From an optimization exercise on the open Yosys and OpenROAD flow, aimed at a short achievable clock period and few clock cycles per item; shortcuts taken in it are not production practice.
In this exercise RTL edits were held to simulation tests only and were not proved equivalent to the original.
Power is estimated from default activity; no workload was simulated.

`flow/design.v`:
```
`default_nettype none
package mipsPkg;
	localparam int wordW = 32;
	localparam int regAddrW = 5;
	localparam int linkReg = 31;
	typedef enum logic [5:0] {
		opRType = 6'h00,
		opJ = 6'h02,
		opJal = 6'h03,
		opBeq = 6'h04,
		opAddi = 6'h08,
		opSubi = 6'h09,
		opLw = 6'h23,
		opSw = 6'h2b
	} opcodeT;
	typedef enum logic [5:0] {
		fnAdd = 6'h20,
		fnSub = 6'h22,
		fnAnd = 6'h24,
		fnOr = 6'h25,
		fnSlt = 6'h2a
	} functT;
	typedef enum logic [1:0] {aluOpAdd, aluOpSub, aluOpFunct} aluOpT;
	typedef enum logic [2:0] {fAdd, fSub, fAnd, fOr, fSlt} aluFuncT;
	typedef enum logic [1:0] {dstRt, dstRd, dstRa} regDstT;
	typedef enum logic [1:0] {wbAlu, wbMem, wbLink} wbSrcT;
endpackage
`default_nettype wire
`timescale 1ns/100ps
`default_nettype none
import mipsPkg::*;
module control (
	input mipsPkg::opcodeT opcode,
	output logic ctrl_aluSrc,
	output mipsPkg::regDstT ctrl_regDst,
	output logic ctrl_memWrite,
	output logic ctrl_memRead,
	output logic ctrl_beq,
	output logic ctrl_jump,
	output mipsPkg::wbSrcT ctrl_wbSrc,
	output logic ctrl_regWrite,
	output mipsPkg::aluOpT ctrl_aluOp
);
	always_comb begin
		ctrl_aluSrc = 1'b0;
		ctrl_regDst = dstRt;
		ctrl_memWrite = 1'b0;
		ctrl_memRead = 1'b0;
		ctrl_beq = 1'b0;
		ctrl_jump = 1'b0;
		ctrl_wbSrc = wbAlu;
		ctrl_regWrite = 1'b0;
		ctrl_aluOp = aluOpAdd;
		case (opcode)
			opRType: begin
				ctrl_regDst = dstRd;
				ctrl_regWrite = 1'b1;
				ctrl_aluOp = aluOpFunct;
			end
			opLw: begin
				ctrl_aluSrc = 1'b1;
				ctrl_regDst = dstRt;
				ctrl_memRead = 1'b1;
				ctrl_wbSrc = wbMem;
				ctrl_regWrite = 1'b1;
				ctrl_aluOp = aluOpAdd;
			end
			opSw: begin
				ctrl_aluSrc = 1'b1;
				ctrl_memWrite = 1'b1;
				ctrl_aluOp = aluOpAdd;
			end
			opBeq: begin
				ctrl_beq = 1'b1;
				ctrl_aluOp = aluOpSub;
			end
			opJ: begin
				ctrl_jump = 1'b1;
			end
			opJal: begin
				ctrl_jump = 1'b1;
				ctrl_regDst = dstRa;
				ctrl_wbSrc = wbLink;
				ctrl_regWrite = 1'b1;
			end
			opAddi: begin
				ctrl_aluSrc = 1'b1;
				ctrl_regDst = dstRt;
				ctrl_regWrite = 1'b1;
				ctrl_aluOp = aluOpAdd;
			end
			opSubi: begin
				ctrl_aluSrc = 1'b1;
				ctrl_regDst = dstRt;
				ctrl_regWrite = 1'b1;
				ctrl_aluOp = aluOpSub;
			end
			default: begin
			end
		endcase
	end
endmodule
`default_nettype wire
`timescale 1ns/100ps
`default_nettype none
import mipsPkg::*;
module alu (
	input mipsPkg::aluOpT aluOp,
	input mipsPkg::functT funct,
	input logic [mipsPkg::wordW-1:0] a,
	input logic [mipsPkg::wordW-1:0] b,
	output logic [mipsPkg::wordW-1:0] result,
	output logic zero
);
	mipsPkg::aluFuncT funcOp;
	logic funcValid;
	logic [wordW-1:0] rawResult;
	always_comb begin
		funcOp = fAdd;
		funcValid = 1'b1;
		case (aluOp)
			aluOpAdd: funcOp = fAdd;
			aluOpSub: funcOp = fSub;
			aluOpFunct: begin
				case (funct)
					fnAdd: funcOp = fAdd;
					fnSub: funcOp = fSub;
					fnAnd: funcOp = fAnd;
					fnOr: funcOp = fOr;
					fnSlt: funcOp = fSlt;
					default: funcValid = 1'b0;
				endcase
			end
			default: funcValid = 1'b0;
		endcase
	end
	always_comb begin
		case (funcOp)
			fAdd: rawResult = a + b;
			fSub: rawResult = a - b;
			fAnd: rawResult = a & b;
			fOr: rawResult = a | b;
			fSlt: rawResult = {{(wordW-1){1'b0}}, $signed(a) < $signed(b)};
			default: rawResult = '0;
		endcase
	end
	assign result = funcValid ? rawResult : '0;
	assign zero = (result == '0);
endmodule
`default_nettype wire
`timescale 1ns/100ps
`default_nettype none
import mipsPkg::*;
module regFile (
	input logic clk,
	input logic arstN,
	input logic [mipsPkg::regAddrW-1:0] readAddrA,
	input logic [mipsPkg::regAddrW-1:0] readAddrB,
	input logic [mipsPkg::regAddrW-1:0] writeAddr,
	input logic writeEn,
	input logic [mipsPkg::wordW-1:0] writeData,
	output logic [mipsPkg::wordW-1:0] readDataA,
	output logic [mipsPkg::wordW-1:0] readDataB
);
	logic [wordW-1:0] regs [2**regAddrW];
	always_ff @(posedge clk or negedge arstN) begin
		if (!arstN) begin
			for (int i = 0; i < 2**regAddrW; i++) regs[i] <= '0;
		end else if (writeEn && writeAddr != '0) begin
			regs[writeAddr] <= writeData;
		end
	end
	assign readDataA = (readAddrA == '0) ? '0 : regs[readAddrA];
	assign readDataB = (readAddrB == '0) ? '0 : regs[readAddrB];
endmodule
`default_nettype wire
`timescale 1ns/100ps
`default_nettype none
import mipsPkg::*;
module dataPath (
	input logic clk,
	input logic arstN,
	input logic [mipsPkg::wordW-1:0] instr,
	input logic ctrl_aluSrc,
	input mipsPkg::regDstT ctrl_regDst,
	input logic ctrl_memWrite,
	input logic ctrl_memRead,
	input logic ctrl_beq,
	input logic ctrl_jump,
	input mipsPkg::wbSrcT ctrl_wbSrc,
	input logic ctrl_regWrite,
	input mipsPkg::aluOpT ctrl_aluOp,
	output logic [mipsPkg::wordW-1:0] instrAddr,
	output logic [mipsPkg::wordW-1:0] dataAddr,
	output logic [mipsPkg::wordW-1:0] dataWdata,
	input logic [mipsPkg::wordW-1:0] dataRdata,
	output logic dataWrite,
	output logic dataRead
);
	logic [wordW-1:0] pc;
	logic [wordW-1:0] pcPlus4;
	logic [wordW-1:0] nextPc;
	logic [wordW-1:0] branchTarget;
	logic [wordW-1:0] jumpTarget;
	logic [wordW-1:0] signExt;
	logic [wordW-1:0] readDataA;
	logic [wordW-1:0] readDataB;
	logic [wordW-1:0] aluB;
	logic [wordW-1:0] aluResult;
	logic [wordW-1:0] writeData;
	logic [regAddrW-1:0] writeReg;
	logic aluZero;
	logic takeBranch;
	always_ff @(posedge clk or negedge arstN) begin
		if (!arstN) pc <= '0;
		else pc <= nextPc;
	end
	assign pcPlus4 = pc + 32'd4;
	assign signExt = {{(wordW-16){instr[15]}}, instr[15:0]};
	assign branchTarget = pcPlus4 + (signExt << 2);
	assign jumpTarget = {pcPlus4[31:28], instr[25:0], 2'b00};
	assign takeBranch = ctrl_beq & aluZero;
	always_comb begin
		if (ctrl_jump) nextPc = jumpTarget;
		else if (takeBranch) nextPc = branchTarget;
		else nextPc = pcPlus4;
	end
	assign aluB = ctrl_aluSrc ? signExt : readDataB;
	always_comb begin
		case (ctrl_regDst)
			dstRd: writeReg = instr[15:11];
			dstRa: writeReg = regAddrW'(linkReg);
			default: writeReg = instr[20:16];
		endcase
	end
	always_comb begin
		case (ctrl_wbSrc)
			wbMem: writeData = dataRdata;
			wbLink: writeData = pcPlus4;
			default: writeData = aluResult;
		endcase
	end
	regFile regFile_inst (
		.clk(clk),
		.arstN(arstN),
		.readAddrA(instr[25:21]),
		.readAddrB(instr[20:16]),
		.writeAddr(writeReg),
		.writeEn(ctrl_regWrite),
		.writeData(writeData),
		.readDataA(readDataA),
		.readDataB(readDataB)
	);
	alu alu_inst (
		.aluOp(ctrl_aluOp),
		.funct(mipsPkg::functT'(instr[5:0])),
		.a(readDataA),
		.b(aluB),
		.result(aluResult),
		.zero(aluZero)
	);
	assign instrAddr = pc;
	assign dataAddr = aluResult;
	assign dataWdata = readDataB;
	assign dataWrite = ctrl_memWrite & arstN;
	assign dataRead = ctrl_memRead & arstN;
endmodule
`default_nettype wire
`timescale 1ns/100ps
`default_nettype none
import mipsPkg::*;
module mipsCore (
	input logic clk,
	input logic arstN,
	output logic [31:0] instrAddr,
	input logic [31:0] instr,
	output logic [31:0] dataAddr,
	output logic [31:0] dataWdata,
	output logic dataWrite,
	output logic dataRead,
	input logic [31:0] dataRdata
);
	logic ctrl_aluSrc;
	mipsPkg::regDstT ctrl_regDst;
	logic ctrl_memWrite;
	logic ctrl_memRead;
	logic ctrl_beq;
	logic ctrl_jump;
	mipsPkg::wbSrcT ctrl_wbSrc;
	logic ctrl_regWrite;
	mipsPkg::aluOpT ctrl_aluOp;
	control control_inst (
		.opcode(mipsPkg::opcodeT'(instr[31:26])),
		.ctrl_aluSrc(ctrl_aluSrc),
		.ctrl_regDst(ctrl_regDst),
		.ctrl_memWrite(ctrl_memWrite),
		.ctrl_memRead(ctrl_memRead),
		.ctrl_beq(ctrl_beq),
		.ctrl_jump(ctrl_jump),
		.ctrl_wbSrc(ctrl_wbSrc),
		.ctrl_regWrite(ctrl_regWrite),
		.ctrl_aluOp(ctrl_aluOp)
	);
	dataPath dataPath_inst (
		.clk(clk),
		.arstN(arstN),
		.instr(instr),
		.ctrl_aluSrc(ctrl_aluSrc),
		.ctrl_regDst(ctrl_regDst),
		.ctrl_memWrite(ctrl_memWrite),
		.ctrl_memRead(ctrl_memRead),
		.ctrl_beq(ctrl_beq),
		.ctrl_jump(ctrl_jump),
		.ctrl_wbSrc(ctrl_wbSrc),
		.ctrl_regWrite(ctrl_regWrite),
		.ctrl_aluOp(ctrl_aluOp),
		.instrAddr(instrAddr),
		.dataAddr(dataAddr),
		.dataWdata(dataWdata),
		.dataRdata(dataRdata),
		.dataWrite(dataWrite),
		.dataRead(dataRead)
	);
endmodule
`default_nettype wire
```
`flow/run.sh`:
```
#!/bin/bash
# synth_recipe.tcl (not shown) runs the flow's synth.tcl, then flattens the netlist and writes it again
# the make line also repeats each setting of config.mk as NAME=value (left out here)
make -C /OpenROAD-flow-scripts/flow DESIGN_CONFIG=/design/flow/config.mk WORK_HOME=/design/flow/orfs CLKGATE_MAP_FILE= SYNTH_SCRIPT=/design/flow/synth_recipe.tcl finish
```
`flow/config.mk`:
```
export PLATFORM = sky130hd
export DESIGN_NAME = mipsCore
export DESIGN_NICKNAME = mipsCore
export VERILOG_FILES = /design/flow/design.v
export SDC_FILE = /design/flow/constraint.sdc
export NUM_CORES = 4
export LEC_CHECK = 0
export CAP_MARGIN = 20
export CORE_MARGIN = 2
export CORE_UTILIZATION = 30
export PLACE_DENSITY = 0.4
export SETUP_SLACK_MARGIN = 0.2
export SLEW_MARGIN = 20
```
`flow/constraint.sdc`:
```
create_clock -name core_clock -period 9.5 [get_ports {clk}]
set_input_delay 1.9000 -clock core_clock [delete_from_list [all_inputs] [get_ports {clk}]]
set_output_delay 1.9000 -clock core_clock [all_outputs]
set_load 0.01 [all_outputs]
```
==> notes.md <==
==> state kept, by name, summed over array words and instances, names as in the netlist <==
name / flops
dataPath_inst.regFile_inst.regs: 992
dataPath_inst.pc: 30
==> per-stage QoR <==
step	area [µm²]	std cells	hold slack [ps]	utilization, %
global route	73600	9761	535	39.7
floorplan	56000	6484	469	-
finish	73600	9768	510	39.7
CTS	73100	9730	506	39.4
detailed placement	68000	9490	494	36.7
global placement	68000	9490	488	36.7
==> critical path: cells and delay by family <==
family          cells  cell delay (ps)
fa+ha+maj           1              330
mux                 1              210
simple gates        7             1190
buf+inv            10             2440
compound gates      5             1200
==> power by group through the flow <==
stage | Sequential (mW) | Clock, mW | Combinational [mW]
after floorplan | 4.70 | 0 | 0.894
after global placement | 4.76 | 0 | 1.92
after detailed placement | 4.76 | 0 | 1.92
after CTS | 4.68 | 5.30 | 1.95
after global routing | 4.70 | 5.47 | 2.13
final | 4.69 | 5.24 | 1.99
==> kinds of logic after synthesis <==
| kind of cell | count (synthesis) | synth area share [%] |
|---|---|---|
| XOR/XNOR | 69 | 1.08 |
| adder cells (fa/ha/maj) | 141 | 3.19 |
| other | 1 | 0.00670 |
| flip-flops | 1022 | 45.7 |
| multiplexers | 42 | 0.776 |
| AO/OA/AOI/OAI | 2499 | 29.1 |
| AND/OR/NAND/NOR | 2014 | 15.4 |
| buffers and inverters | 695 | 4.75 |
==> worst paths after layout <==
kind	slack [ps]	from	to	cells past startpoint
max in group asynchronous	5750	arstN	dataPath_inst.regFile_inst.regs[23][30]	4
hold / removal	510	dataPath_inst.regFile_inst.regs[30][19]	dataPath_inst.regFile_inst.regs[30][19]	2
min in group asynchronous	940	arstN	dataPath_inst.regFile_inst.regs[23][12]	1
setup reg to reg	2680	dataPath_inst.regFile_inst.regs[6][11]	dataPath_inst.pc[9]	27
setup / recovery	280	instr[23]	dataAddr[28]	24
hold reg to reg	510	dataPath_inst.regFile_inst.regs[30][19]	dataPath_inst.regFile_inst.regs[30][19]	2
==> per-layer routing <==
layer | share of wire (%) | vias to the layer above | track usage [%]
li1 | - | 25200 | -
met1 | 42 | 29800 | 49.6
met2 | 43 | 3686 | 56.3
met3 | 9.4 | 954 | 8.58
met4 | 5.6 | 4 | 17.4
met5 | 0.0083 | - | 0
==> cells in the final DEF (no fill, tap or decap), drive strengths merged, types with 11 or more instances in the layout <==
master	Yosys	final
inv	120	127
a21o	31	31
nor3	67	67
mux2	11	11
a22oi	522	522
ha	138	138
dfrtp	1022	1022
nand2b	22	22
clkdlybuf4s50	0	136
o21a	14	14
clkbuf	521	196
nor2	314	314
dlygate4sd2	0	11
nand4	111	111
nor2b	28	28
a222oi	64	64
a21oi	261	261
a211oi	20	20
mux2i	31	31
and3	17	17
bufinv	0	11
o21bai	15	15
and2	19	19
nor4	11	11
a22o	190	190
clkinv	0	15
xor2	18	18
nand3	179	179
a31oi	18	18
xnor2	51	51
nand2	1186	1186
a221oi	205	205
or3	12	12
o21ai	1061	1061
buf	54	984
==> final cells by class <==
| type | instances | area [µm²] | area share (%) |
|---|---|---|---|
| well taps | 2480 | 3100 | 4.21 |
| flip-flops and latches | 1022 | 25600 | 34.7 |
| clock buffers | 189 | 3840 | 5.22 |
| inverters | 120 | 450 | 0.612 |
| clock inverters | 36 | 553 | 0.751 |
| multi-input cells | 4767 | 29300 | 39.8 |
| repair buffers | 1145 | 10800 | 14.6 |
| diodes | 9 | 22.5 | 0.0306 |
==> what timing repair did <==
item                                    4_1_cts  5_1_grt
setup buffers                                15       26
pin swaps                                    31       33
gates cloned                                  0        3
endpoints found under the setup margin       27       27
gates resized for setup                     148       57
==> out/results.txt <==
status = no timing/DRC/antenna violations
count leader, synth = nand2_1
maximum root-to-sink buffer count = 3
Worst slew margin = 20.6%
ranking of synthesized cells by area = dfrtp_1 46%, o21ai_0 9.4%, nand2_1 8.0%
worst skew pair latency = 830 ps
Post-Syn Instances = 6483
Starting Density = 30.2%
worst min-delay path category = flip-flop to flip-flop
share of synthesized registers carrying an async set or reset = 100%
gr ovfl total = 0
WS Path Type = primary input to output pin
Placer Congestion = 0.997
Comb pwr share = 16.7%
Power Density = 162 nW/µm²
final hold violation count = 0
FILL cells = 18800
Pwr Total = 11.9 mW
top cells by count, synth = 1186 x nand2_1, 1056 x o21ai_0, 1022 x dfrtp_1
Final setup viols = 0
Worst setup SP type = primary input
DRT Pass-1 Iters = 9
largest net degree at the start of global routing = 136
Via density = 6.11
Post-Place Setup Slack = -642 ps
total clock sinks = 1022
vias in the first global route = 57000
Final ANT Viol Nets = 0
Switch Pwr = 3.54 mW
area grow syn2layout = 31.5%
antenna violations before repair = 15
clock transition at the registers of the reported paths = 60 ps
switching share of power = 29.7%
PnR worst setup slack = 275 ps
layout net count = 7393
gr usage total = 37.0%
die height = 436 µm
Synth area leader = dfrtp_1
Critical Path Slowest Stage Cell = clkdlybuf4s50_1
clock share of power = 43.9%
Post-CTS Hold Fix Bufs = 0
Post-synth EDFFs = 0
layout cells sized above 1 = 20.4%
average size of a mapped cell = 8.63 µm²
Iter 0 DRT Violations = 8119
Slew Limit Fails = 0
CP Capture Type = output pin
row cnt = 158
Max VDD drop = 0.173 mV
Post-synth top flop = dfrtp_1
Ports = 164
Required @ worst endpoint = 7600 ps
Die X = 436 µm
CTS tree = done
Worst path max stage delay = 460 ps
core box area = 185000 µm²
RSZ-0062 raised after global routing = no
Max-cap violations = 0
Setup TNS Final = 0 ps
Via Count = 59700
post-route clock period utilization = 97.1%
Setup Skew = 49.9 ps
Root Buffer = clkbuf_16
Syn Std Cell Area = 56000 µm²
per-cell routed wire length = 37.0 µm
Crit path top cell by count = buf_4
Yosys top cell area share = 45.7%
CP max FO = 15
leakage power = 31.9 nW
IO Port Bufs = 161
Yosys cell types = 88
final wirelength = 361 mm
min cycle time layout = 9220 ps
Ys Warns = 5
CTS Buf Count = 130
Detail Placement HPWL = 253 mm
DRC = 0
Worst-Margin Slew = 1190 ps
Critical Path AT = 7320 ps
cell-internal power = 8.38 mW
Seq pwr share = 39.3%
critical path cell sequence = clkdlybuf4s50_1 > buf_4 > nand3b_1 > buf_4 > nor2_4 > buf_12 > buf_4 > a22oi_1 > nand3_1 > nor2_1 > a22oi_1 > buf_4 > ha_1 > and4bb_1 > a221o_1 > buf_4 > a2111oi_4 > a211oi_2 > buf_4 > buf_4 > mux2_2 > nand4_1 > and2_4 > dlygate4sd2_1
number of synthesized register bits = 1022
Seq/Total Area, Yosys = 45.7%
first-pass GRT wire length = 492 mm
fmax = 108 MHz
H-tree depth = 4
Die Footprint = 190000 µm²
Testbench counts, summed over its fixed seeds: cycles 33,199, instrs 33,199.

[afterwards: timing with drivers on the ports]
In the flow no input, the clock included, has a driving cell. The finished layout below was timed again as built, in two steps.
Step 1, drivers: a clkbuf_16 drives clk and a buf_2 each remaining input, both assumed.
Step 2 adds t to the input delays and takes it off the output delays; t is the mean of the earliest and latest rising clock arrival at the registers after step 1. Input paths then give back, and output paths get back, about the clock's delay inside the block.
a / b / c = ideal ports / drivers / drivers and shift; a / b = the first two.
t (ns): 0.892
setup slack, ns: 0.275 / 0.208 / 0.095
worst setup path after step 2: input to register
After both steps setup and hold are still met in this run. For this run, drivers alone change the setup slack by -0.067 ns; drivers and shift together by -0.180 ns.
